What follows belongs to an exercise in optimizing a design on an open flow for small area, a short achievable clock period and few clock cycles per item; a production flow would make more cautious choices.
Function was checked by simulation only, so behaviour that the tests miss may differ from the original.
Power and IR drop assume default switching activity.

$ cat config.mk
export PLATFORM = sky130hd
export DESIGN_NAME = clock_source_selector_unit
export DESIGN_NICKNAME = clock_source_selector_unit
export VERILOG_FILES = /design/flow/design.v
export SDC_FILE = /design/flow/constraint.sdc
export NUM_CORES = 4
export LEC_CHECK = 0
export ABC_AREA = 1
export CAP_MARGIN = 20
export CORE_MARGIN = 2
export CORE_UTILIZATION = 40
export CTS_CLUSTER_DIAMETER = 80
export CTS_CLUSTER_SIZE = 28
export SETUP_SLACK_MARGIN = 5
export SLEW_MARGIN = 20
export TNS_END_PERCENT = 5
$ cat constraint.sdc
create_clock -name core_clock -period 9.0 [get_ports {clock}]
set_input_delay 1.8000 -clock core_clock [delete_from_list [all_inputs] [get_ports {clock}]]
set_output_delay 1.8000 -clock core_clock [all_outputs]
set_load 0.01 [all_outputs]
$ cat design.v
`timescale 1ns / 1ps
package css_pkg;
   localparam int TIME_W    = 17;
   localparam int DATE_W    = 21;
   localparam int TOL_W     = 17;
   localparam int HOLD_W    = 32;
   localparam int TMO_W     = 16;
   localparam int STAMP_W   = 32;
   localparam int CSR_AW    = 4;
   localparam int CSR_DW    = 32;
   localparam logic [TOL_W-1:0]  TOL_RESET  = TOL_W'(1);
   localparam logic [HOLD_W-1:0] HOLD_RESET = HOLD_W'(43200);
   localparam logic [TMO_W-1:0]  TMO_RESET  = TMO_W'(1);
   localparam int F_RADIO = 0;
   localparam int F_RTC   = 1;
   localparam int F_INT   = 2;
   localparam int F_FINAL = 3;
   typedef enum logic [1:0] {
      SRC_NONE  = 2'd0,
      SRC_RADIO = 2'd1,
      SRC_RTC   = 2'd2,
      SRC_INT   = 2'd3
   } src_type;
   typedef enum logic [1:0] {
      CSR_TOLERANCE = 2'd0,
      CSR_HOLDOVER  = 2'd1,
      CSR_TIMEOUT   = 2'd2
   } csr_index_type;
   typedef struct packed {
      logic [TOL_W-1:0]  sync_tolerance_s;
      logic [HOLD_W-1:0] radio_holdover_s;
      logic [TMO_W-1:0]  source_timeout_s;
   } cfg_type;
   typedef struct packed {
      logic              radio_new;
      logic [TIME_W-1:0] radio_time;
      logic [DATE_W-1:0] radio_date;
      logic              rtc_new;
      logic [TIME_W-1:0] rtc_time;
      logic [DATE_W-1:0] rtc_date;
      logic              internal_new;
      logic [TIME_W-1:0] internal_time;
      logic [DATE_W-1:0] internal_date;
      logic              second_tick;
      logic              rtc_write_done;
      logic              internal_write_ok;
   } req_item_type;
   typedef struct packed {
      logic [TIME_W-1:0] final_time;
      logic [DATE_W-1:0] final_date;
      logic              final_synced;
      src_type           final_source;
      logic              rtc_write_req;
      logic              internal_write_req;
      logic              radio_synced;
      logic              rtc_synced;
      logic              internal_synced;
   } rsp_item_type;
endpackage
`timescale 1ns / 1ps
import css_pkg::*;
module css_core (
   input  logic                  clock,
   input  logic                  reset,
   input  logic                  step,
   input  css_pkg::req_item_type item,
   input  css_pkg::cfg_type      cfg,
   output css_pkg::rsp_item_type result
);
   localparam int RADIO_AGE_W = 20;
   logic [RADIO_AGE_W-1:0] radio_age_ff;
   logic [16:0]        rtc_age_ff;
   logic [15:0]        int_age_ff;
   logic [15:0]        fin_age_ff;
   logic               radio_f_ff, radio_d;
   logic               d1_ff, d2_ff, d1, d2;
   logic               rtc_x1_ff, rtc_x0_ff, int_x1_ff, int_x0_ff, fin_x1_ff, fin_x0_ff;
   logic               rreq_x1_ff, rreq_x0_ff, ireq_x1_ff, ireq_x0_ff;
   logic               rtc_x1, rtc_x0, int_x1, int_x0, fin_x1, fin_x0;
   logic               f_radio, f_rtc, f_int, f_fin, rtc_req_q, int_req_q;
   logic               int_gate;
   logic [TIME_W-1:0]  rtc_time_ff, rtc_time_in;
   logic [DATE_W-1:0]  rtc_date_ff, rtc_date_in;
   logic [TIME_W-1:0]  int_time_ff, int_time_in;
   logic [DATE_W-1:0]  int_date_ff, int_date_in;
   logic [TIME_W-1:0]  ch_time_ff, ch_time_in;
   logic [DATE_W-1:0]  ch_date_ff, ch_date_in;
   logic [TIME_W-1:0]  mid_time;
   logic [DATE_W-1:0]  mid_date;
   logic [1:0]         ch_src_ff, ch_src_in, mid_src;
   logic               fin_set, rtc_pick, int_pick;
   logic               r1;
   logic               fin_keep, int_keep;
   logic               int_seen_ff, ch_zero;
   logic               radio_exp, rtc_exp, int_exp, fin_exp;
   function automatic logic carry_out(input logic [TIME_W-1:0] p,
                                      input logic [TIME_W-1:0] q,
                                      input logic              cin);
      logic [31:0] g0, p0;
      logic [15:0] g1, p1;
      logic [7:0]  g2, p2;
      logic [3:0]  g3, p3;
      logic [1:0]  g4, p4;
      g0 = {15'b0, p & q};
      p0 = {15'h7fff, p | q};
      for (int i = 0; i < 16; i++) begin
         g1[i] = g0[2*i+1] | (p0[2*i+1] & g0[2*i]);
         p1[i] = p0[2*i+1] & p0[2*i];
      end
      for (int i = 0; i < 8; i++) begin
         g2[i] = g1[2*i+1] | (p1[2*i+1] & g1[2*i]);
         p2[i] = p1[2*i+1] & p1[2*i];
      end
      for (int i = 0; i < 4; i++) begin
         g3[i] = g2[2*i+1] | (p2[2*i+1] & g2[2*i]);
         p3[i] = p2[2*i+1] & p2[2*i];
      end
      for (int i = 0; i < 2; i++) begin
         g4[i] = g3[2*i+1] | (p3[2*i+1] & g3[2*i]);
         p4[i] = p3[2*i+1] & p3[2*i];
      end
      carry_out = g4[1] | (p4[1] & (g4[0] | (p4[0] & cin)));
   endfunction
   function automatic logic differs(input logic [TIME_W-1:0] at,
                                    input logic [DATE_W-1:0] ad,
                                    input logic [TIME_W-1:0] bt,
                                    input logic [DATE_W-1:0] bd,
                                    input logic [TOL_W-1:0]  tol);
      logic [TIME_W-1:0] s, ca, cb;
      logic a_gt, b_gt;
      s  = ~(at ^ bt ^ tol);
      ca = (bt & tol) | (bt & ~at) | (tol & ~at);
      cb = (at & tol) | (at & ~bt) | (tol & ~bt);
      a_gt = !(ca[TIME_W-1] | carry_out(s, {ca[TIME_W-2:0], 1'b1}, 1'b0));
      b_gt = !(cb[TIME_W-1] | carry_out(s, {cb[TIME_W-2:0], 1'b1}, 1'b0));
      differs = a_gt || b_gt || (ad != bd);
   endfunction
   function automatic logic at_least(input logic [TMO_W-1:0] a,
                                     input logic [TMO_W-1:0] b);
      logic c;
      c = 1'b1;
      for (int i = 0; i < TMO_W; i++) c = (a[i] & ~b[i]) | ((a[i] | ~b[i]) & c);
      at_least = c;
   endfunction
   assign radio_exp = (cfg.radio_holdover_s[HOLD_W-1:RADIO_AGE_W] == '0) &&
                      (radio_age_ff >= cfg.radio_holdover_s[RADIO_AGE_W-1:0]);
   assign rtc_exp   = rtc_age_ff[16] || at_least(rtc_age_ff[15:0], cfg.source_timeout_s);
   assign int_exp   = at_least(int_age_ff, cfg.source_timeout_s);
   assign fin_exp   = at_least(fin_age_ff, cfg.source_timeout_s);
   assign rtc_time_in = item.rtc_new ? item.rtc_time : rtc_time_ff;
   assign rtc_date_in = item.rtc_new ? item.rtc_date : rtc_date_ff;
   assign int_time_in = item.internal_new ? item.internal_time : int_time_ff;
   assign int_date_in = item.internal_new ? item.internal_date : int_date_ff;
   assign f_radio   = radio_f_ff;
   assign f_rtc     = d1_ff ? rtc_x1_ff : rtc_x0_ff;
   assign f_int     = d2_ff ? int_x1_ff : int_x0_ff;
   assign f_fin     = d2_ff ? fin_x1_ff : fin_x0_ff;
   assign rtc_req_q = d1_ff ? rreq_x1_ff : rreq_x0_ff;
   assign int_req_q = d2_ff ? ireq_x1_ff : ireq_x0_ff;
   assign r1       = f_rtc || item.rtc_write_done;
   assign rtc_pick = !item.radio_new && item.rtc_new && r1;
   assign fin_set  = item.radio_new || rtc_pick;
   always_comb begin
      if (item.radio_new) begin
         mid_time = item.radio_time;
         mid_date = item.radio_date;
         mid_src  = SRC_RADIO;
      end else if (rtc_pick) begin
         mid_time = item.rtc_time;
         mid_date = item.rtc_date;
         mid_src  = SRC_RTC;
      end else begin
         mid_time = ch_time_ff;
         mid_date = ch_date_ff;
         mid_src  = ch_src_ff;
      end
   end
   assign d1 = differs(item.radio_time, item.radio_date, rtc_time_in, rtc_date_in,
                       cfg.sync_tolerance_s);
   assign d2 = differs(item.internal_time, item.internal_date, mid_time, mid_date,
                       cfg.sync_tolerance_s);
   assign int_gate = item.internal_new && (f_fin || fin_set) && mid_src != SRC_INT;
   always_comb begin
      fin_keep = fin_set || (f_fin && !(item.second_tick && fin_exp));
      int_pick = item.second_tick && !fin_keep;
      int_keep = f_int && !(item.second_tick && !item.internal_new && int_exp);
      radio_d = item.radio_new || (f_radio && !(item.second_tick && radio_exp));
      rtc_x1 = !item.radio_new && (r1 || (item.rtc_new && !f_radio));
      rtc_x0 = r1 || (!item.radio_new && item.rtc_new && !f_radio);
      if (item.second_tick && !item.rtc_new && rtc_exp) begin
         rtc_x1 = 1'b0;
         rtc_x0 = 1'b0;
      end
      int_x0 = int_keep;
      int_x1 = int_gate ? item.internal_write_ok : int_keep;
      fin_x0 = int_pick ? int_x0 : fin_keep;
      fin_x1 = int_pick ? int_x1 : fin_keep;
   end
   assign ch_zero = int_pick && !item.internal_new && !int_seen_ff;
   always_comb begin
      if (int_pick) begin
         ch_time_in = int_time_in;
         ch_date_in = int_date_in;
         ch_src_in  = SRC_INT;
      end else begin
         ch_time_in = mid_time;
         ch_date_in = mid_date;
         ch_src_in  = mid_src;
      end
   end
   always_ff @(posedge clock) begin
      d1_ff <= d1;
      d2_ff <= d2;
   end
   always_ff @(posedge clock) begin
      if (reset) begin
         radio_f_ff <= 1'b0;
         rtc_x1_ff  <= 1'b0;
         rtc_x0_ff  <= 1'b0;
         int_x1_ff  <= 1'b0;
         int_x0_ff  <= 1'b0;
         fin_x1_ff  <= 1'b0;
         fin_x0_ff  <= 1'b0;
      end else if (step) begin
         radio_f_ff <= radio_d;
         rtc_x1_ff  <= rtc_x1;
         rtc_x0_ff  <= rtc_x0;
         int_x1_ff  <= int_x1;
         int_x0_ff  <= int_x0;
         fin_x1_ff  <= fin_x1;
         fin_x0_ff  <= fin_x0;
      end else begin
         rtc_x1_ff  <= f_rtc;
         rtc_x0_ff  <= f_rtc;
         int_x1_ff  <= f_int;
         int_x0_ff  <= f_int;
         fin_x1_ff  <= f_fin;
         fin_x0_ff  <= f_fin;
      end
   end
   always_ff @(posedge clock) begin
      if (step) begin
         rreq_x1_ff <= item.radio_new;
         rreq_x0_ff <= 1'b0;
         ireq_x1_ff <= int_gate;
         ireq_x0_ff <= 1'b0;
      end else begin
         rreq_x1_ff <= rtc_req_q;
         rreq_x0_ff <= rtc_req_q;
         ireq_x1_ff <= int_req_q;
         ireq_x0_ff <= int_req_q;
      end
   end
   always_ff @(posedge clock) begin
      if (reset) begin
         rtc_age_ff   <= '0;
         rtc_time_ff  <= '0;
         rtc_date_ff  <= '0;
         int_seen_ff  <= 1'b0;
         ch_time_ff   <= '0;
         ch_date_ff   <= '0;
         ch_src_ff    <= SRC_NONE;
      end else if (step) begin
         if (item.rtc_new)          rtc_age_ff <= '0;
         else if (item.second_tick && !rtc_age_ff[16]) rtc_age_ff <= rtc_age_ff + 1'b1;
         rtc_time_ff  <= rtc_time_in;
         rtc_date_ff  <= rtc_date_in;
         if (item.internal_new) int_seen_ff <= 1'b1;
         if (ch_zero) begin
            ch_time_ff <= '0;
            ch_date_ff <= '0;
         end else begin
            ch_time_ff <= ch_time_in;
            ch_date_ff <= ch_date_in;
         end
         ch_src_ff    <= ch_src_in;
      end
   end
   always_ff @(posedge clock) begin
      if (step) begin
         if (item.radio_new)        radio_age_ff <= '0;
         else if (item.second_tick) radio_age_ff <= radio_age_ff + 1'b1;
         if (item.internal_new)     int_age_ff <= '0;
         else if (item.second_tick) int_age_ff <= int_age_ff + 1'b1;
         if (fin_set || int_pick)   fin_age_ff <= '0;
         else if (item.second_tick) fin_age_ff <= fin_age_ff + 1'b1;
         if (item.internal_new) begin
            int_time_ff <= item.internal_time;
            int_date_ff <= item.internal_date;
         end
      end
   end
   assign result.final_time         = ch_time_ff;
   assign result.final_date         = ch_date_ff;
   assign result.final_synced       = f_fin;
   assign result.final_source       = css_pkg::src_type'(ch_src_ff);
   assign result.rtc_write_req      = rtc_req_q;
   assign result.internal_write_req = int_req_q;
   assign result.radio_synced       = f_radio;
   assign result.rtc_synced         = f_rtc;
   assign result.internal_synced    = f_int;
endmodule
`timescale 1ns / 1ps
import css_pkg::*;
module clock_source_selector_unit (
   input  logic                        clock,
   input  logic                        reset,
   input  logic                        req_valid,
   output logic                        req_stall,
   input  logic                        req_radio_new,
   input  logic [css_pkg::TIME_W-1:0]  req_radio_time,
   input  logic [css_pkg::DATE_W-1:0]  req_radio_date,
   input  logic                        req_rtc_new,
   input  logic [css_pkg::TIME_W-1:0]  req_rtc_time,
   input  logic [css_pkg::DATE_W-1:0]  req_rtc_date,
   input  logic                        req_internal_new,
   input  logic [css_pkg::TIME_W-1:0]  req_internal_time,
   input  logic [css_pkg::DATE_W-1:0]  req_internal_date,
   input  logic                        req_second_tick,
   input  logic                        req_rtc_write_done,
   input  logic                        req_internal_write_ok,
   output logic                        rsp_valid,
   input  logic                        rsp_stall,
   output logic [css_pkg::TIME_W-1:0]  rsp_final_time,
   output logic [css_pkg::DATE_W-1:0]  rsp_final_date,
   output logic                        rsp_final_synced,
   output logic [1:0]                  rsp_final_source,
   output logic                        rsp_rtc_write_req,
   output logic                        rsp_internal_write_req,
   output logic                        rsp_radio_synced,
   output logic                        rsp_rtc_synced,
   output logic                        rsp_internal_synced,
   input  logic                        csr_psel,
   input  logic                        csr_penable,
   input  logic                        csr_pwrite,
   input  logic [css_pkg::CSR_AW-1:0]  csr_paddr,
   input  logic [css_pkg::CSR_DW-1:0]  csr_pwdata,
   output logic [css_pkg::CSR_DW-1:0]  csr_prdata,
   output logic                        csr_pready
);
   css_pkg::cfg_type cfg_ff;
   css_pkg::cfg_type cfg_in;
   css_pkg::req_item_type item;
   css_pkg::rsp_item_type core_result;
   logic         out_valid_ff;
   logic         req_take;
   logic         csr_write;
   logic [1:0]   rd_sel_ff;
   assign csr_pready = 1'b1;
   assign csr_write  = csr_psel && csr_penable && csr_pwrite && csr_pready;
   always_comb begin
      cfg_in = cfg_ff;
      if (csr_write) begin
         case (csr_paddr[3:2])
            CSR_TOLERANCE: cfg_in.sync_tolerance_s = csr_pwdata[TOL_W-1:0];
            CSR_HOLDOVER:  cfg_in.radio_holdover_s = csr_pwdata[HOLD_W-1:0];
            CSR_TIMEOUT:   cfg_in.source_timeout_s = csr_pwdata[TMO_W-1:0];
            default:       cfg_in = cfg_ff;    
         endcase
      end
   end
   always_ff @(posedge clock) rd_sel_ff <= csr_paddr[3:2];
   always_comb begin
      case (rd_sel_ff)
         CSR_TOLERANCE: csr_prdata = CSR_DW'(cfg_ff.sync_tolerance_s);
         CSR_HOLDOVER:  csr_prdata = CSR_DW'(cfg_ff.radio_holdover_s);
         CSR_TIMEOUT:   csr_prdata = CSR_DW'(cfg_ff.source_timeout_s);
         default:       csr_prdata = '0;
      endcase
   end
   always_ff @(posedge clock) begin
      if (reset) begin
         cfg_ff.sync_tolerance_s <= TOL_RESET;
         cfg_ff.radio_holdover_s <= HOLD_RESET;
         cfg_ff.source_timeout_s <= TMO_RESET;
      end else begin
         cfg_ff <= cfg_in;
      end
   end
   assign req_stall = out_valid_ff && rsp_stall;
   assign req_take  = req_valid && !req_stall;
   always_ff @(posedge clock) begin
      if (reset) out_valid_ff <= 1'b0;
      else       out_valid_ff <= req_take || req_stall;
   end
   assign item.radio_new         = req_radio_new;
   assign item.radio_time        = req_radio_time;
   assign item.radio_date        = req_radio_date;
   assign item.rtc_new           = req_rtc_new;
   assign item.rtc_time          = req_rtc_time;
   assign item.rtc_date          = req_rtc_date;
   assign item.internal_new      = req_internal_new;
   assign item.internal_time     = req_internal_time;
   assign item.internal_date     = req_internal_date;
   assign item.second_tick       = req_second_tick;
   assign item.rtc_write_done    = req_rtc_write_done;
   assign item.internal_write_ok = req_internal_write_ok;
   css_core u_core (
      .clock  (clock),
      .reset  (reset),
      .step   (req_take),
      .item   (item),
      .cfg    (cfg_ff),
      .result (core_result)
   );
   assign rsp_valid              = out_valid_ff;
   assign rsp_final_time         = core_result.final_time;
   assign rsp_final_date         = core_result.final_date;
   assign rsp_final_synced       = core_result.final_synced;
   assign rsp_final_source       = core_result.final_source;
   assign rsp_rtc_write_req      = core_result.rtc_write_req;
   assign rsp_internal_write_req = core_result.internal_write_req;
   assign rsp_radio_synced       = core_result.radio_synced;
   assign rsp_rtc_synced         = core_result.rtc_synced;
   assign rsp_internal_synced    = core_result.internal_synced;
endmodule
$ cat flow/run.sh
#!/bin/bash
# The standard layout, with plain buffers on the ports instead of the delay
# buffers buffer_ports picks by default. Each tool's output goes to its own log.
set -euo pipefail
export BUFFER_PORTS_ARGS="-buffer_cell sky130_fd_sc_hd__buf_1"
bash standard.sh > standard.log 2>&1
$ cat standard.sh
#!/bin/bash
# synth_recipe.tcl (not shown) runs the flow's synth.tcl, then flattens the netlist and writes it again
# the make line also repeats each setting of config.mk as NAME=value (left out here)
make -C /OpenROAD-flow-scripts/flow DESIGN_CONFIG=/design/flow/config.mk WORK_HOME=/design/flow/orfs CLKGATE_MAP_FILE= SYNTH_SCRIPT=/design/flow/synth_recipe.tcl "${@:-finish}"
==> results of run 1 <==
[report_power, final]
group	internal, mW	switching (mW)	leakage [nW]	total [mW]
Clock	0.458	0.515	0.327	0.973
Combinational	0.225	0.415	5.25	0.640
Sequential	1.32	0.0483	2.32	1.37
[final cells by class]
class                           count  area share
Antenna cell                        2   0.0002595
Clock inverter                     10    0.007331
Clock buffer                       22     0.02744
Sequential cell                   267      0.3239
Multi-Input combinational cell   1496      0.4637
Tap cell                          532     0.03451
Inverter                          352     0.06942
Timing Repair Buffer              281     0.07344
[metrics by stage]
step	setup slack, ns	utilization	power, mW	hold slack [ns]	std cells
after global placement	3.085	0.4400	1.965	0.4345	2906
final	4.792	0.4713	2.981	0.4541	2962
after CTS	4.840	0.4672	2.985	0.4574	2954
after floorplan	4.594	-	1.785	0.4244	2214
after detailed placement	3.114	0.4402	1.979	0.4431	2906
after global routing	4.675	0.4713	3.126	0.4807	2962
[layer usage]
layer / share of wire / global-route usage
met2: 0.46 / 0.4012
met4: 0.033 / 0.07899
met1: 0.44 / 0.3288
met3: 0.066 / 0.03185
met5: 0.00024 / 0
[worst max-delay path by stage]
| stage | slack (ns) | cells past startpoint | from | to |
|---|---|---|---|---|
| final | 4.79 | 21 | req_rtc_new | u_core.d2_ff$_DFF_P_ |
| after global routing | 4.68 | 25 | req_rtc_new | u_core.d2_ff$_DFF_P_ |
| after CTS | 4.84 | 22 | req_rtc_new | u_core.d2_ff$_DFF_P_ |
| after detailed placement | 3.11 | 22 | req_rtc_new | u_core.d2_ff$_DFF_P_ |
| after global placement | 3.09 | 22 | req_rtc_new | u_core.d2_ff$_DFF_P_ |
| after floorplan | 4.59 | 21 | req_rtc_new | u_core.d2_ff$_DFF_P_ |
[placed cells by master (no fill, tap or decap), drive strengths merged, types with 6 or more instances in the layout]
cell,instances
a31oi,8
o22ai,59
nor3,34
a211oi,12
a22oi,6
o21bai,14
edfxtp,90
xor2,40
nor3b,13
dfxtp,177
nor4,14
or2,15
ha,24
a21oi,207
inv,358
o21ai,217
fa,68
nand3,94
nand2,424
clkbuf,25
o221ai,32
o211ai,13
nor2,160
buf,275
nand4,19
[critical path: stages]
cell	delay, ns
buf_12	0.09
inv_6	0.03
buf_12	0.11
nor2_4	0.12
nand2_4	0.08
inv_4	0.07
nor2_4	0.04
buf_12	0.14
buf_6	0.15
a21oi_4	0.14
inv_2	0.06
fa_2	0.60
a22oi_1	0.09
o311ai_1	0.36
a21oi_2	0.07
a21oi_1	0.13
nor2_1	0.06
nor3_2	0.20
o22ai_1	0.10
nand2_1	0.08
nand4_1	0.08
[timing repair]
action | CTS | global route
resized for setup | 52 | 28
hold buffers | 0 | 0
pin swaps | 20 | 18
cloned | 4 | 0
setup endpoints to repair | 68 | 47
buffers inserted | 12 | 6
[flip-flops by register name (all words and copies together) (netlist names), 20 cells and up]
name	flops
u_core.int_date_ff	21
cfg_ff	65
u_core.rtc_date_ff	21
u_core.ch_date_ff	21
u_core.radio_age_ff	20
[cells by family (layout without fill, tap and decap cells)]
kind of cell | count (synthesis) | count (layout) | synth area share
fa+ha+maj | 93 | 93 | 0.1004
buf+inv | 451 | 665 | 0.1032
simple gates | 774 | 774 | 0.1993
compound gates | 583 | 583 | 0.1977
xor+xnor | 43 | 43 | 0.02263
flops | 267 | 267 | 0.3752
mux | 2 | 2 | 0.001278
other cells | 1 | 3 | 0.0002253
==> impl_metrics.csv, run 1 <==
group,metric,value,unit
detailed_routing,routed_wire_length_per_instance,18.23,µm
synth,share_of_flip_flops_with_an_asynchronous_set_or_reset_after_synthesis,0,
synth,synth-seq-cells,267,
sta,rsz0062_at_grt,"true",
detailed_routing,drt-initial-drc-count,1282,
floorplan,row_count,74,
critical_path,setup.worst_path.start_class,"input pin",
sta,post-route-min-period,4.208,ns
sta,finalSetupViolations,0,
placement,gp_congestion,0.9138,
clock_tree,cts.clk_slew.worst_paths,0.10,ns
critical_path,worst-path-max-fanout,8,
sta,hold_violations,0,
synth,synth_cell_type_count,52,
outcome,result_of_the_run,"complete, no violations",
placement,placement.cell_area,18010,µm²
sta,transition_time_at_the_pin_with_the_least_slew_margin,1.017,ns
synth,post_synth_main_area_contributors,"dfxtp_1 21%, edfxtp_1 16%, nand2_1 9.5%, fa_1 8.2%, inv_1 7.7%",
finish,multi_input_area,8944,µm²
worst_hold_path,worstHoldPathCells,2,
synth,syn_inst,2214,
pwr,p_leak,7.896,nW
synth,synth_area,16650,µm²
detailed_routing,route.vias.total,15930,
floorplan,fp.dieArea,43260,µm²
placement,port_buffers,240,
detailed_routing,viasPerCell,5.378,
placement,dp.final_hpwl,38730,µm
pwr,power.density,154.6,nW/µm²
synth,synth_top_area_cell,"dfxtp_1",
sta,fmax,237.7,MHz
clock_tree,clock_tree.buffer_depth,3,
clock_tree,cts_tree,"done",
floorplan,fp.coreArea,40920,µm²
synth,synth-main-ff-cell,"dfxtp_1",
detailed_routing,post-route-drc-count,0,
synth,post-synth-top-count-cell,"nand2_1",
global_routing,grtUsageTotal,0.2426,
critical_path,worst-setup-path-type,"input pin to flip-flop",
clock_tree,cts_max_level,1,
worst_hold_path,worstHoldPathType,"flip-flop to flip-flop",
critical_path,reg2reg_from,"u_core.d1_ff$_DFF_P_",
job,cap_violations,0,
sta,clock-skew-final,0.02387,ns
critical_path,worstPathRequired,9.41,ns
clock_tree,cts-buffers-inserted,18,
floorplan,initial_core_utilization,0.4068,
finish,postLayoutCellArea,19290,µm²
sta,layout_worst_path_cycle_share,0.4675,
critical_path,r2r_setup_slk,5.43,ns
synth,yosysWarnings,2,
finish,layout.area.seq,6246,µm²
global_routing,largest_net_degree_at_the_start_of_global_routing,101,
finish,syn2layout_area_growth,15.86,%
synth,post_synth.cell_area_avg,7.519,µm²
floorplan,die-height,208.0,µm
floorplan,pin_count,244,
critical_path,cp-end-kind,"flip-flop",
sta,tns,0,ns
global_routing,grt_remaining_overflow,0,
clock_tree,cts.root.buffer_cell,"clkbuf_16",
sta,final-max-slew-violation-count,0,
critical_path,worstRegToRegCells,24,
synth,synth_edf_count,90,
global_routing,antenna_violations_before_repair,3,
worst_hold_path,min_from,"u_core.rtc_date_ff[15]$_SDFFE_PP0P_",
detailed_routing,ant_nets,0,
critical_path,timing.rr.end,"u_core.d2_ff$_DFF_P_",
critical_path,worst_ep_arrival_time,4.62,ns
finish,final_net_count,2671,
synth,synth.top_cells.by_count,"421 x nand2_1, 342 x inv_1, 215 x o21ai_0",
global_routing,global_route_wire_length_before_repair,84020,µm
detailed_routing,finalWirelength,54000,µm
finish,layout-drive-gt1-share,0.06549,
synth,sequential_to_total_area_share_from_yosys_stat,0.3752,
clock_tree,clock_sink_count,267,
global_routing,grt_pass1_vias,15210,
detailed_routing,dr.pass1.iters,6,
pwr,worst_ir_drop_vdd,0.1080,mV
worst_hold_path,timing.hold.worst_endpoint,"u_core.rtc_date_ff[15]$_SDFFE_PP0P_",
synth,syn_nets,2469,
synth,yosysTopAreaCellShare,0.2129,
finish,filler_cells_inserted,4113,
clock_tree,clock_insertion_delay_worst_skew,0.54,ns
sta,slew_headroom,0.3218,
floorplan,die_w,208.0,µm
Testbench counts, summed over its fixed seeds: cycles 12,008, items 12,000.
==> run 2: changes to the inputs <==
--- a/config.mk
+++ b/config.mk
@@ -12,4 +12,5 @@
 export CTS_CLUSTER_DIAMETER = 80
 export CTS_CLUSTER_SIZE = 28
+export GPL_ROUTABILITY_DRIVEN = 0
 export SETUP_SLACK_MARGIN = 5
 export SLEW_MARGIN = 20
==> run 2 against run 1 <==
Against the previous run: sequential share of layout area shrank 0.18 points; routed wire length grew 1.4%; die area is the same; largest power group unchanged; critical path depth grew 4; critical endpoint unchanged; synthesized area is the same; sequential power is essentially flat; clock power grew 4%.
==> impl_metrics.csv, run 2 <==
group,metric,value,unit
synth,synth_area,16650,µm²
critical_path,timing.rr.end,"u_core.d2_ff$_DFF_P_",
critical_path,reg2reg_from,"u_core.d1_ff$_DFF_P_",
clock_tree,clock_tree.buffer_depth,3,
sta,tns,0,ns
pwr,switching_power,1.009,mW
worst_hold_path,timing.hold.worst_endpoint,"u_core.rtc_time_ff[10]$_SDFFE_PP0P_",
clock_tree,clock_sink_count,267,
sta,post-route-min-period,4.208,ns
pwr,sw_frac_of_total,0.3341,
critical_path,critical-path-max-stage-delay,0.49,ns
placement,post-place-ws,3.111,ns
synth,share_of_flip_flops_with_an_asynchronous_set_or_reset_after_synthesis,0,
synth,synth-seq-cells,267,
finish,most-common-layout-cells,"415 x nand2_1, 331 x inv_1, 234 x buf_1",
sta,clock-skew-final,0.03960,ns
sta,transition_time_at_the_pin_with_the_least_slew_margin,1.008,ns
clock_tree,cts.clk_slew.worst_paths,0.08,ns
sta,final-max-slew-violation-count,0,
detailed_routing,finalWirelength,54760,µm
sta,hold_violations,0,
synth,syn_inst,2214,
worst_hold_path,worstHoldPathType,"flip-flop to flip-flop",
clock_tree,clock_insertion_delay_worst_skew,0.56,ns
pwr,worst_ir_drop_vdd,0.1612,mV
worst_hold_path,min_from,"u_core.rtc_time_ff[10]$_SDFFE_PP0P_",
floorplan,fp.dieArea,43260,µm²
finish,syn2layout_area_growth,16.51,%
detailed_routing,viasPerCell,5.413,
floorplan,initial_core_utilization,0.4068,
pwr,totalPowerFinal,3.020,mW
sta,slew_headroom,0.3278,
synth,post_synth.cell_area_avg,7.519,µm²
detailed_routing,drt-initial-drc-count,1466,
pwr,pwr-share-seq,0.453,
detailed_routing,ant_nets,0,
placement,dp.final_hpwl,38690,µm
floorplan,die_w,208.0,µm
outcome,result_of_the_run,"complete, no violations",
global_routing,grtUsageTotal,0.2434,
critical_path,critPathSlowestCell,"fa_1",
critical_path,worst-path-max-fanout,6,
critical_path,worstPathRequired,9.41,ns
clock_tree,cts-buffers-inserted,20,
synth,sequential_to_total_area_share_from_yosys_stat,0.3752,
synth,post_synth_main_area_contributors,"dfxtp_1 21%, edfxtp_1 16%, nand2_1 9.5%, fa_1 8.2%, inv_1 7.7%",
global_routing,grt_remaining_overflow,0,
floorplan,die-height,208.0,µm
worst_hold_path,worstHoldPathCells,2,
pwr,power.combinational.fraction,0.214,
clock_tree,cts.root.buffer_cell,"clkbuf_16",
clock_tree,cts_tree,"done",
pwr,p_leak,7.962,nW
finish,final_cell_count_no_fill,2976,
floorplan,row_count,74,
synth,yosysTopAreaCellShare,0.2129,
sta,finalSetupViolations,0,
critical_path,r2r_setup_slk,5.55,ns
detailed_routing,dr.pass1.iters,6,
synth,synth.top_cells.by_count,"421 x nand2_1, 342 x inv_1, 215 x o21ai_0",
synth,yosysWarnings,2,
global_routing,antenna_violations_before_repair,3,
global_routing,global_route_wire_length_before_repair,84230,µm
clock_tree,cts_max_level,1,
critical_path,cp-end-kind,"flip-flop",
finish,layout.cells.most_common,"nand2_1",
synth,syn_nets,2469,
floorplan,fp.coreArea,40920,µm²
job,cap_violations,0,
critical_path,setup.worst_path.start_class,"input pin",
critical_path,worstRegToRegCells,23,
synth,synth_edf_count,90,
critical_path,cpMostUsedCell,"nor2_4",
sta,layout_worst_path_cycle_share,0.4676,
synth,synth_cell_type_count,52,
detailed_routing,post-route-drc-count,0,
floorplan,pin_count,244,
synth,post-synth-top-count-cell,"nand2_1",
pwr,power_report.internal_total,2.011,mW
pwr,power.density,155.7,nW/µm²
sta,fmax,237.6,MHz
synth,synth-main-ff-cell,"dfxtp_1",
placement,placement.cell_area,18010,µm²
finish,postLayoutCellArea,19390,µm²
placement,port_buffers,240,
finish,final_net_count,2682,
sta,finalWorstSetupSlack,4.792,ns
finish,largest_reg_flops,65,
pwr,portion_of_total_power_attributed_to_the_clock_network,0.334,
sta,rsz0062_at_grt,"true",
global_routing,largest_net_degree_at_the_start_of_global_routing,101,
finish,layout-drive-gt1-share,0.07251,
finish,largest_register,"cfg_ff",
detailed_routing,routed_wire_length_per_instance,18.40,µm
critical_path,worst-setup-path-type,"input pin to flip-flop",
synth,synth_top_area_cell,"dfxtp_1",
placement,numPlacedInstances,2906,
global_routing,grt_pass1_vias,15400,
critical_path,worst_ep_arrival_time,4.61,ns
detailed_routing,route.vias.total,16110,
## run 2: cell counts after synthesis
Identical to the previous run, type by type.
## run 2: critical path, delay by kind of cell
kind	cells	cell delay [ns]
AO/OA/AOI/OAI	4	0.44
adder cells (fa/ha/maj)	1	0.49
buffers and inverters	9	0.84
AND/OR/NAND/NOR	11	1.01
## run 2: repair_timing
action / in CTS / in global routing
setup endpoints to repair: 84 / 47
gates cloned: 2 / 2
resized for setup: 49 / 45
buffers inserted: 11 / 16
pin swaps: 24 / 38
hold buffers: 0 / 0
endpoints found under the hold margin: 0 / 0
## run 2: cells by family (layout without fill, tap and decap cells)
family,Yosys count,count (layout),synth area share
other,1,4,0.0002253
adders and majority gates,93,93,0.1004
buffers and inverters,451,678,0.1032
DFF,267,267,0.3752
muxes,2,2,0.001278
xor gates and xnor gates,43,43,0.02263
and+or+nand+nor,774,774,0.1993
AOI/OAI and AO/OA,583,583,0.1977
## run 2: worst max-delay path by stage
stage	from	endpoint	slack (ns)	cells after the start
2_1_floorplan	req_rtc_new	u_core.d2_ff$_DFF_P_	4.59	21
4_1_cts	req_rtc_new	u_core.d2_ff$_DFF_P_	4.82	22
5_1_grt	req_rtc_new	u_core.d2_ff$_DFF_P_	4.65	24
3_5_place_dp	req_radio_new	u_core.d2_ff$_DFF_P_	3.11	20
6_report	req_rtc_new	u_core.d2_ff$_DFF_P_	4.79	25
3_3_place_gp	req_radio_new	u_core.d2_ff$_DFF_P_	3.11	20
## run 2: final cells by class
| type | count | area (µm²) |
|---|---|---|
| clock inverters | 14 | 181.4 |
| diodes | 3 | 7.507 |
| multi-input cells | 1496 | 8940 |
| clock buffers | 22 | 529.3 |
| repair buffers | 290 | 1474 |
| flip-flops and latches | 267 | 6246 |
| fillers | 4081 | 21530 |
| well taps | 532 | 665.6 |
| inverters | 352 | 1351 |
## run 2: per-stage QoR
stage / util / hold WS (ns)
5_1_grt: 0.4739 / 0.4665
4_1_cts: 0.4656 / 0.4547
2_1_floorplan: - / 0.4244
6_report: 0.4739 / 0.4538
3_5_place_dp: 0.4400 / 0.4419
3_3_place_gp: 0.4400 / 0.4346
## run 2: per-layer routing
| layer | routed length, µm | track usage |
|---|---|---|
| met3 | 3578 | 0.03487 |
| met5 | 13 | 0 |
| met2 | 25100 | 0.3928 |
| met4 | 1965 | 0.09098 |
| met1 | 24100 | 0.3316 |
## run 2: power groups by stage
| stage | Clock [mW] | Combinational, mW | Sequential (mW) |
|---|---|---|---|
| floorplan | 0 | 0.400 | 1.38 |
| global placement | 0 | 0.574 | 1.39 |
| detailed placement | 0 | 0.586 | 1.39 |
| CTS | 1.03 | 0.616 | 1.37 |
| global route | 1.06 | 0.722 | 1.38 |
| finish | 1.01 | 0.645 | 1.37 |
==> run 3: changes to the inputs <==
--- a/design.v
+++ b/design.v
@@ -143,6 +143,13 @@
       at_least = c;
    endfunction
+   function automatic logic at_least20(input logic [19:0] a,
+                                       input logic [19:0] b);
+      logic c;
+      c = 1'b1;
+      for (int i = 0; i < 20; i++) c = (a[i] & ~b[i]) | ((a[i] | ~b[i]) & c);
+      at_least20 = c;
+   endfunction
    assign radio_exp = (cfg.radio_holdover_s[HOLD_W-1:RADIO_AGE_W] == '0) &&
-                      (radio_age_ff >= cfg.radio_holdover_s[RADIO_AGE_W-1:0]);
+                      at_least20(radio_age_ff, cfg.radio_holdover_s[RADIO_AGE_W-1:0]);
    assign rtc_exp   = rtc_age_ff[16] || at_least(rtc_age_ff[15:0], cfg.source_timeout_s);
    assign int_exp   = at_least(int_age_ff, cfg.source_timeout_s);
--- a/config.mk
+++ b/config.mk
@@ -12,5 +12,4 @@
 export CTS_CLUSTER_DIAMETER = 80
 export CTS_CLUSTER_SIZE = 28
-export GPL_ROUTABILITY_DRIVEN = 0
 export SETUP_SLACK_MARGIN = 5
 export SLEW_MARGIN = 20
==> run 3 against run 2 <==
Against the previous run: setup slack gained 0.0098 ns; synthesized cell count grew 1.3%; final area is essentially flat; sequential share of layout area is essentially flat; synthesized area shrank 0.77%; worst hold slack lost 0.00073 ns.
==> impl_metrics.csv, run 3 <==
group,metric,value,unit
synth,synth_area,16520,µm²
sta,rsz0062_at_grt,"true",
clock_tree,cts_max_level,1,
sta,transition_time_at_the_pin_with_the_least_slew_margin,0.9255,ns
synth,syn_nets,2478,
synth,synth-main-ff-cell,"dfxtp_1",
placement,dp.final_hpwl,39460,µm
finish,largest_reg_flops,65,
synth,synth_top_area_cell,"dfxtp_1",
pwr,power.density,165.3,nW/µm²
finish,multi_input_area,8673,µm²
finish,largest_register,"cfg_ff",
pwr,portion_of_total_power_attributed_to_the_clock_network,0.363,
synth,sequential_to_total_area_share_from_yosys_stat,0.3782,
synth,synth_edf_count,90,
pwr,switching_power,1.078,mW
finish,syn2layout_area_growth,17.35,%
sta,slew_headroom,0.3815,
critical_path,critPathSlowestCell,"fa_1",
synth,yosysTopAreaCellShare,0.2145,
finish,final_core_util,0.4747,
clock_tree,cts.root.buffer_cell,"clkbuf_16",
synth,share_of_flip_flops_with_an_asynchronous_set_or_reset_after_synthesis,0,
critical_path,timing.critical_path.cells,"clkbuf_16 -> inv_16 -> nor2_4 -> nand2_4 -> inv_4 -> nor2_4 -> buf_12 -> buf_8 -> a21oi_1 -> fa_1 -> inv_1 -> o221ai_2 -> o211ai_1 -> a21oi_1 -> a211oi_2 -> o22ai_1 -> nand2_1 -> a21oi_2 -> o22ai_1 -> nand2_1 -> nand4_1",
synth,syn_inst,2243,
placement,port_buffers,240,
critical_path,worstPathRequired,9.45,ns
floorplan,initial_core_utilization,0.4045,
floorplan,fp.dieArea,42930,µm²
pwr,worst_ir_drop_vdd,0.1337,mV
critical_path,cp-end-kind,"flip-flop",
synth,synth_cell_type_count,53,
global_routing,grt_remaining_overflow,0,
sta,fmax,238.2,MHz
synth,synth-seq-cells,267,
synth,post_synth.cell_area_avg,7.364,µm²
critical_path,setup.worst_path.start_class,"input pin",
outcome,result_of_the_run,"complete, no violations",
sta,clock-skew-final,0.03656,ns
floorplan,die-height,207.2,µm
finish,final_net_count,2696,
clock_tree,clock_tree.buffer_depth,3,
sta,final-max-slew-violation-count,0,
finish,most-common-layout-cells,"461 x nand2_1, 342 x inv_1, 235 x buf_1",
sta,finalSetupViolations,0,
global_routing,grtUsageTotal,0.2485,
detailed_routing,routed_wire_length_per_instance,18.54,µm
synth,synth.top_cells.by_count,"465 x nand2_1, 353 x inv_1, 205 x o21ai_0",
clock_tree,clock_sink_count,267,
detailed_routing,viasPerCell,5.325,
pwr,pwr-share-seq,0.431,
job,cap_violations,0,
synth,post-synth-top-count-cell,"nand2_1",
detailed_routing,post-route-drc-count,0,
floorplan,row_count,74,
finish,filler_cells_inserted,4143,
placement,gp_congestion,0.9347,
detailed_routing,drt-initial-drc-count,1238,
global_routing,grt_pass1_vias,15390,
detailed_routing,route.vias.total,16040,
detailed_routing,finalWirelength,55840,µm
clock_tree,clock_insertion_delay_worst_skew,0.58,ns
sta,post-route-min-period,4.198,ns
pwr,power_report.internal_total,2.126,mW
sta,tns,0,ns
finish,layout.cells.most_common,"nand2_1",
global_routing,global_route_wire_length_before_repair,85430,µm
pwr,sw_frac_of_total,0.3365,
worst_hold_path,worstHoldPathType,"flip-flop to flip-flop",
global_routing,antenna_violations_before_repair,3,
sta,hold_violations,0,
clock_tree,cts.clk_slew.worst_paths,0.09,ns
floorplan,die_w,207.2,µm
clock_tree,cts_tree,"done",
clock_tree,cts-buffers-inserted,24,
sta,layout_worst_path_cycle_share,0.4665,
finish,layout.area.seq,6246,µm²
detailed_routing,ant_nets,0,
synth,post_synth_main_area_contributors,"dfxtp_1 21%, edfxtp_1 16%, nand2_1 11%, fa_1 8.2%, inv_1 8.0%",
critical_path,worst-setup-path-type,"input pin to flip-flop",
synth,yosysWarnings,2,
critical_path,worst-path-max-fanout,15,
pwr,p_leak,8.047,nW
critical_path,critical-path-max-stage-delay,0.50,ns
floorplan,pin_count,244,
global_routing,largest_net_degree_at_the_start_of_global_routing,85,
detailed_routing,dr.pass1.iters,5,
finish,layout-drive-gt1-share,0.07100,
pwr,power.combinational.fraction,0.207,
floorplan,fp.coreArea,40830,µm²
critical_path,worst_ep_arrival_time,4.65,ns
-- run 3: changes by cell type in the layout (fill, tap and decap cells not counted), moves of 7 or more --
cell and change:
nor3b_1 -9, nor3_1 +12, nand2_1 +46, o21ai_1 +7, nand3_1 +8, o21ai_0 -17
ha_1 -20, inv_1 +11, o21bai_1 -12, nor2_1 +22, xor2_1 -7, o221ai_1 +8
-- run 3: metal layers --
layer / global-route usage / vias up / share of wire
li1: - / 7818 / -
met1: 0.3424 / 7552 / 0.44
met2: 0.4045 / 575 / 0.46
met3: 0.03927 / 90 / 0.076
met4: 0.06970 / 4 / 0.027
met5: 0 / - / 0.00054
-- run 3: final cells by class --
class                      count  area share
multi-input combinational   1516      0.4475
antenna                        1   0.0001291
clock buffer                  25     0.03118
tap                          532     0.03434
timing repair buffer         290     0.07856
timing repair inverter         1   0.0003227
inverter                     361     0.07113
sequential                   267      0.3222
clock inverter                19     0.01465
-- run 3: metrics by stage --
step	setup WS, ns	cells	power, mW	hold slack (ns)	cell area, µm²
2_1_floorplan	4.662	2243	1.813	0.4244	16580
3_3_place_gp	3.008	2934	1.992	0.4353	17790
3_5_place_dp	2.972	2934	2.005	0.4438	17790
4_1_cts	4.779	2992	3.179	0.4549	18940
5_1_grt	4.742	3011	3.355	0.4832	19380
6_report	4.802	3012	3.204	0.4531	19380
-- run 3: repair_timing --
action | 4_1_cts | 5_1_grt
cloned | 3 | 3
buffers inserted | 11 | 16
endpoints found under the hold margin | 0 | 0
pin swaps | 3 | 21
resized for setup | 23 | 68
hold buffers | 0 | 0
setup endpoints to repair | 121 | 110
-- run 3: worst max-delay path: cells and delay by family --
kind / cells / cell delay (ns)
compound gates: 8 / 1.10
simple gates: 6 / 0.56
fa+ha+maj: 1 / 0.50
buf+inv: 6 / 0.67
-- run 3: cell families (layout without fill, tap and decap cells) --
group                    count (synthesis)  after routing  synth area share
AO/OA/AOI/OAI                          558            558            0.1907
XOR/XNOR                                38             38           0.02015
adder cells (fa/ha/maj)                 73             73           0.08605
buffers and inverters                  460            696            0.1091
flip-flops                             267            267            0.3782
multiplexers                             1              1         0.0006817
other                                    1              2         0.0002270
AND/OR/NAND/NOR                        845            845            0.2150
-- run 3: final timing paths --
path	to	from	slack, ns	depth (start not counted)
worst max-delay path	u_core.d2_ff$_DFF_P_	req_rtc_new	4.80	21
worst min-delay path	u_core.rtc_time_ff[9]$_SDFFE_PP0P_	u_core.rtc_time_ff[9]$_SDFFE_PP0P_	0.45	2
worst max register to register	u_core.d2_ff$_DFF_P_	u_core.d1_ff$_DFF_P_	5.51	23
worst min register to register	u_core.rtc_time_ff[9]$_SDFFE_PP0P_	u_core.rtc_time_ff[9]$_SDFFE_PP0P_	0.45	2
-- run 3: power by group through the flow --
stage	Combinational [mW]	Sequential [mW]	Clock (mW)
after floorplan	0.418	1.39	0
after global placement	0.589	1.40	0
after detailed placement	0.600	1.41	0
after CTS	0.620	1.38	1.18
after global routing	0.740	1.39	1.23
final	0.662	1.38	1.16
Testbench counts of run 3, summed over its fixed seeds: cycles 12,008, items 12,000.
==> run 4: changes to the inputs <==
--- a/config.mk
+++ b/config.mk
@@ -12,4 +12,6 @@
 export CTS_CLUSTER_DIAMETER = 80
 export CTS_CLUSTER_SIZE = 28
+export GPL_ROUTABILITY_DRIVEN = 0
+export GPL_TIMING_DRIVEN = 0
 export SETUP_SLACK_MARGIN = 5
 export SLEW_MARGIN = 20
==> run 4 against run 3 <==
Against the previous run: critical path type unchanged; worst hold slack barely moved; total power fell by 0.16%; fmax fell by 2.0%; count of clock-buffer cells in the layout fell by 2; final cell count rose by 1.7%; still clean on timing, DRC and antenna; routed wire length rose by 5.9%; final area fell by 0.85%; die area did not move; core utilization fell by 0.40 points.
==> impl_metrics.csv, run 4 <==
group,metric,value,unit
synth,sequential_to_total_area_share_from_yosys_stat,0.3782,
sta,transition_time_at_the_pin_with_the_least_slew_margin,0.9364,ns
outcome,result_of_the_run,"complete, no violations",
synth,share_of_flip_flops_with_an_asynchronous_set_or_reset_after_synthesis,0,
detailed_routing,routed_wire_length_per_instance,19.31,µm
clock_tree,cts-buffers-inserted,22,
pwr,p_leak,7.942,nW
placement,port_buffers,238,
finish,syn2layout_area_growth,16.35,%
synth,yosys.area_share.simple,0.2150,
synth,post_synth_xor_area_fraction,0.02015,
floorplan,initial_core_utilization,0.4045,
detailed_routing,dr.pass1.iters,7,
sta,clock-skew-final,0.02483,ns
finish,final_net_count,2749,
synth,synth_top_area_cell,"dfxtp_1",
detailed_routing,viasPerCell,5.396,
sta,post-route-min-period,4.285,ns
finish,largest_reg_flops,65,
clock_tree,clock_tree.buffer_depth,3,
synth,yosysTopAreaCellShare,0.2145,
synth,synth_edf_count,90,
finish,layout-drive-gt1-share,0.05534,
job,cap_violations,0,
floorplan,die-height,207.2,µm
synth,post-synth-top-count-cell,"nand2_1",
synth,yosysWarnings,2,
detailed_routing,drt-initial-drc-count,1450,
critical_path,setup.worst_path.start_class,"input pin",
finish,num_antenna_cells,0,
synth,synth-seq-cells,267,
sta,hold_violations,0,
global_routing,largest_net_degree_at_the_start_of_global_routing,38,
sta,layout_worst_path_cycle_share,0.4761,
synth,syn_inst,2243,
detailed_routing,finalWirelength,59140,µm
clock_tree,ctsHoldBuffers,0,
clock_tree,cts.clk_slew.worst_paths,0.08,ns
synth,synth_top_family_by_area,"simple AND/OR/NAND/NOR gates",
finish,most-common-layout-cells,"462 x nand2_1, 347 x inv_1, 239 x buf_1",
global_routing,antenna_violations_before_repair,0,
global_routing,grt_remaining_overflow,0,
critical_path,cp-end-kind,"flip-flop",
synth,synth_area,16520,µm²
clock_tree,cts.root.buffer_cell,"clkbuf_16",
synth,post_synth_main_area_contributors,"dfxtp_1 21%, edfxtp_1 16%, nand2_1 11%, fa_1 8.2%, inv_1 8.0%",
sta,slew_headroom,0.3742,
floorplan,die_w,207.2,µm
critical_path,worst-path-max-fanout,7,
sta,fmax,233.4,MHz
detailed_routing,route.vias.total,16520,
global_routing,grtUsageTotal,0.2690,
synth,synth_fa_ha_area_frac,0.08605,
worst_hold_path,worstHoldPathType,"flip-flop to flip-flop",
clock_tree,cts_tree,"done",
clock_tree,cts_max_level,1,
synth,synth_cell_type_count,53,
synth,yosys-mux-area-fraction,0.0006818,
pwr,power.density,166.5,nW/µm²
pwr,worst_ir_drop_vdd,0.1475,mV
synth,post_synth.cell_area_avg,7.364,µm²
placement,dp.final_hpwl,46390,µm
detailed_routing,ant_nets,0,
critical_path,worst-setup-path-type,"input pin to flip-flop",
floorplan,row_count,74,
synth,syn_nets,2478,
sta,hold_ws,0.4526,ns
critical_path,worstPathRequired,9.44,ns
synth,synth-compound-area-share,0.1907,
floorplan,pin_count,244,
finish,largest_register,"cfg_ff",
detailed_routing,post-route-drc-count,0,
sta,rsz0062_at_grt,"true",
sta,tns,0,ns
floorplan,fp.dieArea,42930,µm²
floorplan,fp.coreArea,40830,µm²
sta,final-max-slew-violation-count,0,
global_routing,global_route_wire_length_before_repair,90780,µm
synth,synth.top_cells.by_count,"465 x nand2_1, 353 x inv_1, 205 x o21ai_0",
finish,layout.cells.most_common,"nand2_1",
sta,finalSetupViolations,0,
global_routing,grt_pass1_vias,16070,
finish,filler_cells_inserted,4183,
synth,synth-main-ff-cell,"dfxtp_1",
critical_path,worst_ep_arrival_time,4.72,ns
clock_tree,clock_sink_count,267,
clock_tree,clock_insertion_delay_worst_skew,0.57,ns
==> run 4: cell type report <==
class	instances	area, µm²	area share
multi-input combinational	1516	8554	0.4451
sequential	267	6246	0.3250
inverter	361	1368	0.07116
timing repair buffer	247	985.9	0.05130
tap	532	665.6	0.03464
clock buffer	23	575.6	0.02995
buffer	99	559.3	0.02910
clock inverter	17	264.0	0.01374
==> run 4: where the power goes <==
group	switching (mW)	internal, mW	total (mW)	leakage (nW)
clock network	0.586	0.571	1.16	0.405
registers	0.0543	1.33	1.38	2.33
logic	0.442	0.221	0.662	5.21
total	1.08	2.12	3.20	7.94
==> run 4: critical path: stages <==
cell	delay [ns]
buf_1	0.08
nor2_2	0.18
inv_2	0.13
nand2_4	0.08
inv_2	0.06
nor2_4	0.13
buf_8	0.17
a21oi_1	0.10
fa_1	0.55
o22ai_1	0.11
o221ai_1	0.19
o211ai_1	0.13
a21oi_1	0.17
a211oi_1	0.08
o22ai_1	0.13
nand2_1	0.10
a21oi_2	0.20
o22ai_1	0.10
nand2_1	0.12
nand4_1	0.08
==> run 4: worst paths after layout <==
check / startpoint / endpoint / slack [ns] / cells after the start
worst max-delay path: req_rtc_write_done / u_core.d2_ff$_DFF_P_ / 4.72 / 20
worst min-delay path: u_core.rtc_time_ff[5]$_SDFFE_PP0P_ / u_core.rtc_time_ff[5]$_SDFFE_PP0P_ / 0.45 / 2
worst max register to register: u_core.d1_ff$_DFF_P_ / u_core.d2_ff$_DFF_P_ / 5.39 / 22
worst min register to register: u_core.rtc_time_ff[5]$_SDFFE_PP0P_ / u_core.rtc_time_ff[5]$_SDFFE_PP0P_ / 0.45 / 2
==> run 4: repair_timing <==
| action | CTS | global route |
|---|---|---|
| endpoints found under the hold margin | 0 | 0 |
| pin swaps | 12 | 1 |
| resized for setup | 45 | 4 |
| buffers inserted | 7 | 0 |
| setup endpoints to repair | 18 | 14 |
==> run 4: kinds of logic (layout without fill, tap and decap cells) <==
| family | count (synthesis) | count (layout) |
|---|---|---|
| simple gates | 845 | 845 |
| compound gates | 558 | 558 |
| buf+inv | 460 | 747 |
| flops | 267 | 267 |
| fa+ha+maj | 73 | 73 |
| xor+xnor | 38 | 38 |
| other cells | 1 | 1 |
| mux | 1 | 1 |
==> run 4: through the flow <==
stage,worst slack (ns),total power [mW],area (µm²),util,cells
after floorplan,4.662,1.813,16580,-,2243
after global placement,3.282,2.026,18140,0.4442,3013
after detailed placement,3.234,2.041,18180,0.4453,3015
after CTS,4.818,3.198,19210,0.4705,3062
after global routing,4.563,3.332,19220,0.4707,3062
final,4.715,3.199,19220,0.4707,3062
==> run 4: metal layers <==
layer / up-vias / share of wire / routed length, µm / global-route usage
met5: - / 0 / 0 / 0
met4: 0 / 0.041 / 2414 / 0.1054
met3: 130 / 0.074 / 4371 / 0.04306
met2: 661 / 0.46 / 27210 / 0.4398
met1: 7808 / 0.43 / 25140 / 0.3571
li1: 7924 / - / - / -
==> run 5: changes to the inputs <==
--- a/config.mk
+++ b/config.mk
@@ -11,7 +11,6 @@
 export CORE_UTILIZATION = 40
 export CTS_CLUSTER_DIAMETER = 80
-export CTS_CLUSTER_SIZE = 28
+export CTS_CLUSTER_SIZE = 32
 export GPL_ROUTABILITY_DRIVEN = 0
-export GPL_TIMING_DRIVEN = 0
 export SETUP_SLACK_MARGIN = 5
 export SLEW_MARGIN = 20
==> run 5 against run 4 <==
Against the previous run: fmax grew 3.2%; core utilization shrank 0.25 points; first-iteration DRC count shrank 10%; count of clock-buffer cells in the layout shrank 2; final cell count shrank 2.3%; clock power shrank 12%; total power shrank 4.5%; register-to-register slack gained 0.25 ns; setup slack gained 0.13 ns; global-route usage shrank 2.1 points; routed wire length shrank 6.4%; non-clock buffer count shrank 68; critical endpoint unchanged; highest routed layer unchanged.
==> impl_metrics.csv, run 5 <==
group,metric,value,unit
sta,final-max-slew-violation-count,0,
clock_tree,cts.root.buffer_cell,"clkbuf_16",
critical_path,worst_ep_arrival_time,4.59,ns
critical_path,timing.rr.end,"u_core.d2_ff$_DFF_P_",
finish,largest_reg_flops,65,
synth,share_of_flip_flops_with_an_asynchronous_set_or_reset_after_synthesis,0,
synth,synth_top_area_cell,"dfxtp_1",
global_routing,grtUsageTotal,0.2485,
detailed_routing,drt-initial-drc-count,1301,
floorplan,pin_count,244,
synth,post_synth_main_area_contributors,"dfxtp_1 21%, edfxtp_1 16%, nand2_1 11%, fa_1 8.2%, inv_1 8.0%",
detailed_routing,post-route-drc-count,0,
synth,post-synth-top-count-cell,"nand2_1",
synth,synth-main-ff-cell,"dfxtp_1",
critical_path,setup.worst_path.start_class,"input pin",
critical_path,critical-path-max-stage-delay,0.55,ns
synth,yosysTopAreaCellShare,0.2145,
sta,fmax,240.9,MHz
detailed_routing,viasPerCell,5.388,
global_routing,globalRouteMet3Util,0.03244,
worst_hold_path,min_from,"u_core.rtc_date_ff[11]$_SDFFE_PP0P_",
detailed_routing,routed_wire_length_per_instance,18.50,µm
floorplan,initial_core_utilization,0.4045,
placement,port_buffers,240,
pwr,power.density,159.8,nW/µm²
synth,synth_area,16520,µm²
pwr,worst_ir_drop_vdd,0.1528,mV
detailed_routing,ant_nets,0,
sta,post-route-min-period,4.151,ns
detailed_routing,dr.pass1.iters,5,
synth,post_synth.cell_area_avg,7.364,µm²
critical_path,worst-setup-path-type,"input pin to flip-flop",
finish,layout.cells.most_common,"nand2_1",
floorplan,die_w,207.2,µm
pwr,p_leak,7.912,nW
clock_tree,cts_max_level,1,
clock_tree,clock_tree.buffer_depth,3,
finish,final_net_count,2680,
clock_tree,clock_insertion_delay_worst_skew,0.56,ns
clock_tree,cts.clk_slew.worst_paths,0.09,ns
critical_path,worstPathRequired,9.43,ns
detailed_routing,finalWirelength,55350,µm
critical_path,crit_path_end,"u_core.d2_ff$_DFF_P_",
finish,layout-drive-gt1-share,0.06222,
global_routing,grt_remaining_overflow,0,
outcome,result_of_the_run,"complete, no violations",
critical_path,critPathSlowestCell,"fa_1",
job,cap_violations,0,
floorplan,fp.dieArea,42930,µm²
critical_path,startpoint,"req_rtc_new",
floorplan,fp.coreArea,40830,µm²
worst_hold_path,worstHoldPathType,"flip-flop to flip-flop",
synth,yosysWarnings,2,
global_routing,most_utilized_layer_in_the_global_route_result,"met2",
critical_path,worstRegToRegCells,22,
synth,syn_inst,2243,
finish,largest_register,"cfg_ff",
sta,rsz0062_at_grt,"true",
critical_path,timing.critical_path.cells,"clkbuf_16 -> buf_12 -> inv_16 -> nor2_4 -> nand2_4 -> inv_4 -> nor2_4 -> buf_12 -> a21oi_2 -> fa_1 -> o22ai_1 -> o221ai_1 -> o211ai_1 -> a21oi_2 -> a211oi_2 -> o22ai_1 -> nand2_1 -> a21oi_2 -> o22ai_1 -> nand2_1 -> nand4_1",
synth,synth_edf_count,90,
clock_tree,cts-buffers-inserted,20,
sta,layout_worst_path_cycle_share,0.4613,
sta,hold_violations,0,
synth,sequential_to_total_area_share_from_yosys_stat,0.3782,
synth,syn_nets,2478,
clock_tree,cts_tree,"done",
global_routing,global_route_wire_length_before_repair,85240,µm
floorplan,row_count,74,
global_routing,grt_pass1_vias,15190,
floorplan,die-height,207.2,µm
sta,transition_time_at_the_pin_with_the_least_slew_margin,1.069,ns
sta,finalSetupViolations,0,
critical_path,cp-end-kind,"flip-flop",
synth,synth_cell_type_count,53,
global_routing,largest_net_degree_at_the_start_of_global_routing,82,
finish,most-common-layout-cells,"462 x nand2_1, 344 x inv_1, 235 x buf_1",
finish,syn2layout_area_growth,15.73,%
critical_path,worst-path-max-fanout,5,
global_routing,grtUsageMet2,0.4095,
clock_tree,clock_sink_count,267,
sta,tns,0,ns
finish,final_core_util,0.4682,
sta,hold_ws,0.4502,ns
sta,clock-skew-final,0.03083,ns
global_routing,groute.layer.met1.usage,0.3429,
critical_path,reg2reg_from,"u_core.d1_ff$_DFF_P_",
synth,synth-seq-cells,267,
sta,slew_headroom,0.2809,
placement,dp.final_hpwl,38710,µm
clock_tree,ctsHoldBuffers,0,
global_routing,antenna_violations_before_repair,2,
detailed_routing,route.vias.total,16120,
synth,synth.top_cells.by_count,"465 x nand2_1, 353 x inv_1, 205 x o21ai_0",
critical_path,r2r_setup_slk,5.64,ns
[run 5: cell types whose count changed in the layout (fill, tap and decap cells not counted), moves of 4 or more]
cell / before / now
buf_2: 10 / 1
buf_4: 10 / 24
bufbuf_16: 0 / 6
buf_1: 239 / 235
clkbuf_1: 66 / 1
a21oi_1: 193 / 187
o21ai_0: 194 / 190
clkbuf_8: 5 / 0
buf_12: 1 / 6
[run 5: how the worst min path moves through the flow]
stage | to | slack (ns) | cells past startpoint
after CTS | u_core.rtc_time_ff[14]$_SDFFE_PP0P_ | 0.45 | 2
after global routing | u_core.int_seen_ff$_SDFFE_PP0P_ | 0.48 | 2
after global placement | u_core.rtc_time_ff[4]$_SDFFE_PP0P_ | 0.44 | 2
after detailed placement | u_core.rtc_time_ff[14]$_SDFFE_PP0P_ | 0.44 | 2
final | u_core.rtc_date_ff[11]$_SDFFE_PP0P_ | 0.45 | 2
after floorplan | u_core.rtc_date_ff[11]$_SDFFE_PP0P_ | 0.42 | 2
[run 5: per-layer routing]
layer / share of wire / vias to the layer above
li1: - / 7786
met1: 0.44 / 7666
met2: 0.46 / 601
met3: 0.076 / 68
met4: 0.023 / 0
met5: 0 / -
[run 5: critical path, delay by kind of cell]
family | cells | cell delay [ns]
compound gates | 9 | 1.07
simple gates | 6 | 0.61
fa+ha+maj | 1 | 0.55
buf+inv | 5 | 0.53
[run 5: final cells by class]
cell class	count	area, µm²
fill	4098	21720
multi-input combinational	1516	8640
sequential	267	6246
timing repair buffer	278	1445
inverter	361	1381
tap	532	665.6
clock buffer	21	504.2
clock inverter	15	222.7
timing repair inverter	1	8.758
antenna	1	2.502
[run 5: repair_timing]
item | 4_1_cts | 5_1_grt
resized for setup | 53 | 24
endpoints found under the setup margin | 78 | 69
cloned | 7 | 0
pin swaps | 18 | 20
setup buffers | 10 | 5
[run 5: cell families after synthesis]
group           count (synthesis)  synth area share
flops                         267            0.3782
fa+ha+maj                      73           0.08605
buf+inv                       460            0.1091
mux                             1         0.0006817
xor+xnor                       38           0.02015
simple gates                  845            0.2150
other cells                     1         0.0002270
compound gates                558            0.1907
[run 5: report_power, final]
part           total [mW]  internal (mW)  switching (mW)
logic               0.656          0.227           0.429
registers            1.38           1.33          0.0536
clock network        1.02          0.458           0.562
total                3.06           2.01            1.04
[run 5: through the flow]
stage	worst slack, ns	instance area [µm²]	instances	total power [mW]
detailed placement	3.025	17780	2933	2.004
floorplan	4.662	16580	2243	1.813
CTS	4.782	19000	2986	3.054
global route	4.771	19120	2992	3.199
global placement	3.040	17780	2933	1.992
finish	4.849	19120	2992	3.056
==> run 6: changes to the inputs <==
--- a/config.mk
+++ b/config.mk
@@ -11,6 +11,7 @@
 export CORE_UTILIZATION = 40
 export CTS_CLUSTER_DIAMETER = 80
-export CTS_CLUSTER_SIZE = 32
+export CTS_CLUSTER_SIZE = 28
 export GPL_ROUTABILITY_DRIVEN = 0
+export PLACE_DENSITY = 0.5
 export SETUP_SLACK_MARGIN = 5
 export SLEW_MARGIN = 20
==> run 6 against run 5 <==
Against the previous run: via count is 0.62% lower; clock skew shrank 0.015 ns; combinational power rose by 1%; core utilization grew 0.33 points; sequential share of layout area is 0.23 points lower; sequential power hardly changed; critical path type unchanged; largest cell class unchanged; largest power group unchanged.
==> impl_metrics.csv, run 6 <==
group,metric,value,unit
outcome,result_of_the_run,"complete, no violations",
critical_path,critPathSlowestCell,"fa_1",
pwr,totalPowerFinal,3.110,mW
global_routing,grt_pass1_vias,14920,
synth,post-synth-top-count-cell,"nand2_1",
floorplan,fp.dieArea,42930,µm²
floorplan,die-height,207.2,µm
synth,yosysWarnings,2,
clock_tree,clock_insertion_delay_worst_skew,0.56,ns
floorplan,fp.coreArea,40830,µm²
global_routing,global_route_wire_length_before_repair,87030,µm
synth,syn_inst,2243,
placement,dp.final_hpwl,40870,µm
sta,clock-skew-final,0.01625,ns
worst_hold_path,min_from,"u_core.rtc_time_ff[7]$_SDFFE_PP0P_",
synth,synth-seq-cells,267,
critical_path,timing.rr.end,"u_core.d2_ff$_DFF_P_",
clock_tree,clock_tree.buffer_depth,3,
detailed_routing,finalWirelength,58430,µm
synth,synth.top_cells.by_count,"465 x nand2_1, 353 x inv_1, 205 x o21ai_0",
synth,synth_cell_type_count,53,
floorplan,pin_count,244,
pwr,power.density,161.6,nW/µm²
critical_path,worst-path-max-fanout,7,
global_routing,most_utilized_layer_in_the_global_route_result,"met2",
clock_tree,cts_max_level,1,
critical_path,reg2reg_from,"u_core.d1_ff$_DFF_P_",
detailed_routing,drt-initial-drc-count,1096,
sta,hold_ws,0.4532,ns
finish,layout-drive-gt1-share,0.06839,
synth,synth-main-ff-cell,"dfxtp_1",
critical_path,setup.worst_path.start_class,"input pin",
synth,share_of_flip_flops_with_an_asynchronous_set_or_reset_after_synthesis,0,
placement,numPlacedInstances,2934,
clock_tree,cts_tree,"done",
clock_tree,ctsHoldBuffers,0,
finish,syn2layout_area_growth,16.54,%
detailed_routing,ant_nets,0,
critical_path,worst_ep_arrival_time,4.57,ns
clock_tree,cts.root.buffer_cell,"clkbuf_16",
critical_path,critical-path-max-stage-delay,0.48,ns
detailed_routing,post-route-drc-count,0,
sta,transition_time_at_the_pin_with_the_least_slew_margin,0.8947,ns
clock_tree,cts-buffers-inserted,23,
synth,syn_nets,2478,
worst_hold_path,worstHoldPathType,"flip-flop to flip-flop",
global_routing,globalRouteMet3Util,0.03244,
sta,rsz0062_at_grt,"true",
critical_path,cp-end-kind,"flip-flop",
finish,final_cell_count_no_fill,3005,
critical_path,worstRegToRegCells,23,
synth,synth_edf_count,90,
global_routing,antenna_violations_before_repair,2,
global_routing,grt_remaining_overflow,0,
synth,synth_area,16520,µm²
placement,port_buffers,240,
critical_path,worst-setup-path-type,"input pin to flip-flop",
sta,post-route-min-period,4.143,ns
synth,sequential_to_total_area_share_from_yosys_stat,0.3782,
sta,slew_headroom,0.4021,
pwr,worst_ir_drop_vdd,0.1133,mV
sta,layout_worst_path_cycle_share,0.4604,
detailed_routing,viasPerCell,5.331,
detailed_routing,route.vias.total,16020,
synth,post_synth.cell_area_avg,7.364,µm²
synth,synth_top_area_cell,"dfxtp_1",
finish,largest_reg_flops,65,
clock_tree,clock_sink_count,267,
floorplan,row_count,74,
sta,hold_violations,0,
finish,final_net_count,2690,
run 6: cell counts after synthesis:
No cell type changed its count.
run 6: layer usage:
| layer | part of all wire | vias to the layer above |
|---|---|---|
| met5 | 0 | - |
| met4 | 0.028 | 0 |
| met3 | 0.057 | 84 |
| met2 | 0.47 | 525 |
| met1 | 0.45 | 7612 |
| li1 | - | 7800 |
run 6: kinds of logic (layout without fill, tap and decap cells):
| kind of cell | count (synthesis) | in the layout | synth area share |
|---|---|---|---|
| XOR/XNOR | 38 | 38 | 0.02015 |
| buffers and inverters | 460 | 688 | 0.1091 |
| other | 1 | 3 | 0.0002270 |
| adder cells (fa/ha/maj) | 73 | 73 | 0.08605 |
| AND/OR/NAND/NOR | 845 | 845 | 0.2150 |
| multiplexers | 1 | 1 | 0.0006817 |
| AO/OA/AOI/OAI | 558 | 558 | 0.1907 |
| flip-flops | 267 | 267 | 0.3782 |
run 6: final cells by class:
class / instances / area (µm²)
inverters: 361 / 1383
multi-input cells: 1516 / 8672
fillers: 4200 / 21580
well taps: 532 / 665.6
flip-flops and latches: 267 / 6246
diodes: 2 / 5.005
clock buffers: 28 / 625.6
clock inverters: 13 / 141.4
repair buffers: 286 / 1511
run 6: repair_timing:
item	in CTS	in global routing
endpoints found under the hold margin	0	0
gates cloned	3	3
setup endpoints to repair	107	92
pin swaps	2	20
resized for setup	38	48
setup buffers	1	21
run 6: worst max path at each step:
stage                       start  cells after the start  slack [ns]                   end
CTS                 req_radio_new                     20        4.77  u_core.d2_ff$_DFF_P_
detailed placement  req_radio_new                     20        2.72  u_core.d2_ff$_DFF_P_
finish              req_radio_new                     22        4.86  u_core.d2_ff$_DFF_P_
global route        req_radio_new                     20        4.73  u_core.d2_ff$_DFF_P_
floorplan             req_rtc_new                     21        4.66  u_core.d1_ff$_DFF_P_
global placement    req_radio_new                     20        2.86  u_core.d2_ff$_DFF_P_
run 6: through the flow:
stage | area (µm²) | utilization
final | 19250 | 0.4714
after global routing | 19250 | 0.4714
after CTS | 18800 | 0.4605
after detailed placement | 17800 | 0.4359
after global placement | 17800 | 0.4359
after floorplan | 16580 | -
run 6: power by group:
part,switching (mW),internal [mW],total (mW)
logic,0.435,0.230,0.665
clock network,0.543,0.520,1.06
registers,0.0554,1.33,1.38
run 6: critical path, delay by kind of cell:
family | cells | cell delay (ns)
AND/OR/NAND/NOR | 6 | 0.53
AO/OA/AOI/OAI | 9 | 1.13
buffers and inverters | 6 | 0.61
adder cells (fa/ha/maj) | 1 | 0.48

==> port drivers added, routing unchanged <==
How much do the figures lean on ideal ports? The routed layouts below were timed once more, with nothing changed but the port constraints. Step 1: set_driving_cell puts a clkbuf_16 on clock and a buf_2 on each other input, an assumption about the parent block. Step 2 moves the port delays by t, midway between the first and last clock arrival at a register: inputs arrive t later, outputs are due t later. That takes back most of the time a late clock gives input paths. Slacks: ideal ports / drivers / drivers and shift; pairs: ideal ports / drivers.
run | shift t [ns] | slack for setup (ns) | worst setup path at the end | clock arrival spread, ns
run 1 | 0.583 | 4.792 / 4.787 / 4.204 | input to register | 0.026 / 0.027
run 2 | 0.597 | 4.792 / 4.779 / 4.182 | input to register | 0.039 / 0.040
run 3 | 0.624 | 4.802 / 4.753 / 4.129 | input to register | 0.040 / 0.040
run 4 | 0.617 | 4.715 / 4.754 / 4.138 | input to register | 0.026 / 0.027
run 5 | 0.607 | 4.849 / 4.852 / 4.244 | input to register | 0.031 / 0.031
run 6 | 0.604 | 4.857 / 4.874 / 4.270 | input to register | 0.017 / 0.016
After both steps setup and hold are still met in every run listed. The setup slack of run 3, which loses most, moves by -0.049 ns with the drivers and by -0.673 ns with both steps.
